Context: an optimization exercise on an open-source flow, tuned for small area and a short achievable clock period. The choices shown serve that exercise and are no tape-out recipe. Where RTL was checked, it was by simulation tests only, not by an equivalence proof against the original. Power is estimated from default activity; no workload was simulated.

// uyvy_to_rgb_pair_converter
module uyvy_to_rgb_pair_converter (
    input  logic        i_clk,
    input  logic        i_rst_n,
    input  logic        start,
    output logic        busy,
    input  logic [7:0]  i_cb_sample,
    input  logic [7:0]  i_luma_first,
    input  logic [7:0]  i_cr_sample,
    input  logic [7:0]  i_luma_second,
    output logic        o_valid,
    output logic [15:0] o_red_first,
    output logic [15:0] o_green_first,
    output logic [15:0] o_blue_first,
    output logic [15:0] o_red_second,
    output logic [15:0] o_green_second,
    output logic [15:0] o_blue_second
);
export LEC_CHECK = 0
export CAP_MARGIN = 20
export CORE_MARGIN = 2
export CORE_UTILIZATION = 55
export SETUP_SLACK_MARGIN = 1.5
export SLEW_MARGIN = 20
export TNS_END_PERCENT = 25
create_clock -name core_clock -period 5.5 [get_ports {i_clk}]
standard.sh (not shown) runs the stock make flow with config.mk's settings and CLKGATE_MAP_FILE= SYNTH_SCRIPT=/design/flow/synth_recipe.tcl, a recipe that flattens the netlist after the stock synthesis.
==> flow/flow/run.sh <==
#!/bin/bash
# Own layout flow: the standard ORFS flow (standard.sh), with the input
# and output port buffers made from a plain buffer cell instead of the
# resizer's default choice. Everything else is the standard flow.
# The full make output goes to flow_make.log in the work folder; ORFS keeps
# each step's own log under orfs/logs/.
set -euo pipefail
export BUFFER_PORTS_ARGS="-buffer_cell sky130_fd_sc_hd__buf_1"
bash standard.sh finish > flow_make.log 2>&1
The baseline finished with timing, DRC and antenna clean.
Change:
Settings changed: TNS_END_PERCENT 25 to not set.
After rerunning: Cell area goes up by 0.51%; worst setup slack improves by 0.067 ns; cell count goes up by 0.39%.
Change:
Settings changed: ABC_AREA set to 1.
Outcome: Utilization fell by 1.4 points; routed wire length grows by about 17%; design area rises by 3.1%; hold slack hardly moves; cell count is higher by 20%.
Change:
Settings changed: ABC_AREA 1 to not set, CORE_UTILIZATION 55 to 70.
Wire length is lower by roughly a tenth.
Die area shrinks by a quarter to a third.
Worst hold slack is about the same.
Total power falls slightly.
Setup slack degrades by 0.11 ns.
Sequential share of layout area came out higher by 0.39 points.
First-iteration DRC count rises by a few percent.
Fmax drops by a few percent.
Utilization grows by 21 points.
Sequential power barely changes.

Another version of the RTL of uyvy_to_rgb_pair_converter (not shown whole).
Size in the first run: about 1300 cells after synthesis, ~110 flip-flops, roughly 130 I/O pins.
export LEC_CHECK = 0
export CAP_MARGIN = 20
export CORE_MARGIN = 2
export CORE_UTILIZATION = 60
export SETUP_SLACK_MARGIN = 1.0
export SLEW_MARGIN = 20
create_clock -name core_clock -period 5.5 [get_ports {i_clk}]
Scripts as last shown in full above: flow/flow/run.sh
The starting point completed without violations.
Rerun with:
Settings changed: CORE_UTILIZATION 60 to 40, SETUP_SLACK_MARGIN 1.0 to unset.
The changed run finished with timing, DRC and antenna clean.
Setup slack is worse by 0.57 ns.
Sequential share of layout area grows by 0.23 points.
Routed wire length grows by 2.4%.
Total power shrinks by 8.7%.
Via count shrinks by 2.6%.
Function was not checked in any run of this note: the RTL went through the layout flow alone.

Setup of run 1:
RTL: one of the versions met above, not the one the previous note started from.
Size in the first run: about 1200 cells after synthesis, ~100 flip-flops, roughly 9700 µm² of cells after synthesis.
clock: 5.5 ns
lec_check: 0
cap_margin: 20
core_margin: 2
core_utilization: 55
setup_slack_margin: 1.5
slew_margin: 20
tns_end_percent: 0
Scripts as last shown in full above: flow/flow/run.sh
Run 1: all stages complete, timing, DRC and antenna checks passed
The following lists how run 2 was set up differently from run 1:
-- flow/config.mk --
<<< run 1, line 10
export CORE_UTILIZATION = 55
export SETUP_SLACK_MARGIN = 1.5
export SLEW_MARGIN = 20
export TNS_END_PERCENT = 0
>>> run 2, line 10
export CORE_UTILIZATION = 55
export SETUP_SLACK_MARGIN = 1.4
export SLEW_MARGIN = 20
Findings:
Compared with run 1, run 2 shows wire length on met1 that has gone down slightly. In the reports for run 1 and run 2, the smaller fraction of area in registers belongs to run 2. Compared with run 1, in run 2 wire length of the first global-routing pass shrank by 2.2%; combinational cell fraction of total power now sits higher; final worst-path setup slack up 10 ps; actual transition at the worst max-transition pin climbed 14 ps. The run with more routed wire is run 2, not run 1. Run 2 -> run 1: combinational power flat. Run 2 against run 1: power +0.018 mW, final standard cell area without fillers +0.92%, total leakage power +0.69%.
### run 2 -> run 3
-- flow/config.mk --
<<< run 2, line 10
export CORE_UTILIZATION = 55
export SETUP_SLACK_MARGIN = 1.4
export SLEW_MARGIN = 20
>>> run 3, line 10
export CORE_UTILIZATION = 55
export SETUP_SLACK_MARGIN = 0.8
export SLEW_MARGIN = 20
==> run notes <==
- A startpoint-to-endpoint class of the critical path of reg2out is what run 2 shows, while reg2reg belongs to run 3.
- Post-route clock period utilization was lower in the run labelled run 2.
- Comparing run 3 with run 2, the number of H-tree levels came out essentially unchanged.
- [run 3 vs run 2] sequential cell area share: higher in run 3
Modified inputs, run 4 compared to run 3
-- flow/config.mk --
<<< run 3, line 9
export CORE_MARGIN = 2
export CORE_UTILIZATION = 55
export SETUP_SLACK_MARGIN = 0.8
export SLEW_MARGIN = 20
>>> run 4, line 9
export CORE_MARGIN = 2
export CORE_UTILIZATION = 40
export SLEW_MARGIN = 20
==> comparison <==
- Delta (run 4 minus run 3): number of rows in the core area increased 8, final critical-path setup slack went down, worst slack at placement climbed 120 ps, maximum single-stage delay on the critical path shows an increase of 190 ps, total routed wirelength climbed 1600 µm.
- In run 4, the core area came out 6400 µm² above the value in run 3.
- According to the power report, total power for run 4 is higher than for run 3.
- In the floorplan summary, run 4 is listed with a die area greater than that of run 3.
- Run 4: full flow OK, the timing, DRC and antenna checks passed

uyvy_to_rgb_pair_converter again, from the RTL that the note above started with.
clock: 5.5 ns
lec_check: 0
cap_margin: 20
core_margin: 2
core_utilization: 55
setup_slack_margin: 1.2
slew_margin: 20
Scripts as last shown in full above: flow/flow/run.sh
==> next run, changes <==
CTS_BUF_LIST = sky130_fd_sc_hd__clkbuf_8   (was not set)
SETUP_SLACK_MARGIN = 1.5   (was 1.2)
Outcome: Utilization came out higher by 1.4 points. Fmax climbs by 6.3%. Synthesized cell count is unchanged. Synthesized area is unchanged. Final area climbs by 2.2%.
==> next run, changes <==
ABC_AREA = 1   (was not set)
CTS_BUF_LIST = not set   (was sky130_fd_sc_hd__clkbuf_8)
SETUP_SLACK_MARGIN = 2.0   (was 1.5)
What happened: The changed run ran to the end with no violations; core utilization is higher by 9.1 points; cell area is higher by 20%; synthesized cell count is higher by 26%; maximum frequency is higher by 6.2%; clock skew stays flat; die area is higher by 5.9%; wire length is higher by 36%; setup slack improved by 220 ps.
==> next run, changes <==
ABC_AREA = not set   (was 1)
SETUP_SLACK_MARGIN = 1.8   (was 2.0)
=>
- The changed run passed the timing, DRC and antenna checks
- total power fell by 9.9%
- sequential cell count does not change
- design area came out lower by 8.8%
- register-to-register slack got worse by 170 ps
- fmax goes down by 4.5%
- clock power went up by about 0.8%
==> next run, changes <==
SETUP_SLACK_MARGIN = 2.2   (was 1.8)
The new run produced a clean layout.
Maximum frequency rises by 1.2%.
Synthesized cell count is unchanged.
Area after synthesis does not change.
Critical path depth falls by 2.
Design area went up by 13%.
Utilization went up by 8.8 points.
Worst setup slack is better by 45 ps.
Routed wire length grows by about 14%.
Clock power goes up by about 1%.
==> next run, changes <==
CAP_MARGIN = 0   (was 20)
SETUP_SLACK_MARGIN = 1.5   (was 2.2)
SLEW_MARGIN = 0   (was 20)
Result: Global-route usage decreases by 3.4 points; setup slack loses 130 ps; utilization is lower by 15 points; die area stays the same; wire length went down by 20%; synthesized cell count does not change; power fell by 23%; design area fell by 19%; sequential share of layout area rises by 3.1 points.

[what the ideal ports hide]
Ports are ideal in the flow. The routed layouts listed here were re-timed in OpenROAD. Step 1 (the two cells are an assumption about what drives the block):
set clk [get_ports {i_clk}]
set_driving_cell -lib_cell sky130_fd_sc_hd__clkbuf_16 $clk
set_driving_cell -lib_cell sky130_fd_sc_hd__buf_2 [delete_from_list [all_inputs] $clk]
Step 2, shift: input delay + t, output delay - t, t = (earliest + latest rising clock arrival at the registers) / 2. This alone moves slack from input paths to output paths. Three values: ideal, step 1, step 2; two values: the first two.
run	t (ns)	setup WS [ns]	worst setup path after step 2	clock arrival spread, ns
the first run of note 1	0.406	1.585 / 1.541 / 1.662	register to register	0.015 / 0.015
the second run of note 1	0.405	1.652 / 1.640 / 1.652	register to register	0.013 / 0.013
the third run of note 1	0.405	1.694 / 1.674 / 1.694	register to register	0.013 / 0.013
the fourth run of note 1	0.404	1.587 / 1.587 / 1.587	register to register	0.011 / 0.011
the first run of note 2	0.406	0.842 / 0.798 / 1.204	register to output	0.010 / 0.010
the second run of note 2	0.404	0.275 / 0.229 / 0.633	register to output	0.010 / 0.010
run 1	0.404	1.582 / 1.538 / 1.588	register to register	0.012 / 0.012
run 2	0.406	1.593 / 1.549 / 1.608	register to register	0.018 / 0.018
run 3	0.405	1.150 / 1.150 / 1.150	register to register	0.016 / 0.016
run 4	0.406	0.680 / 0.680 / 0.680	register to register	0.014 / 0.014
the first run of note 4	0.407	1.449 / 1.431 / 1.449	register to register	0.018 / 0.018
the second run of note 4	0.441	1.688 / 1.674 / 1.688	register to register	0.017 / 0.017
the third run of note 4	0.408	1.911 / 1.911 / 1.911	register to register	0.015 / 0.014
the fourth run of note 4	0.412	1.742 / 1.742 / 1.742	register to register	0.019 / 0.020
the fifth run of note 4	0.408	1.787 / 1.787 / 1.787	register to register	0.016 / 0.016
the sixth run of note 4	0.405	1.652 / 1.640 / 1.652	register to register	0.013 / 0.013
After both steps setup and hold are still met in every run listed.
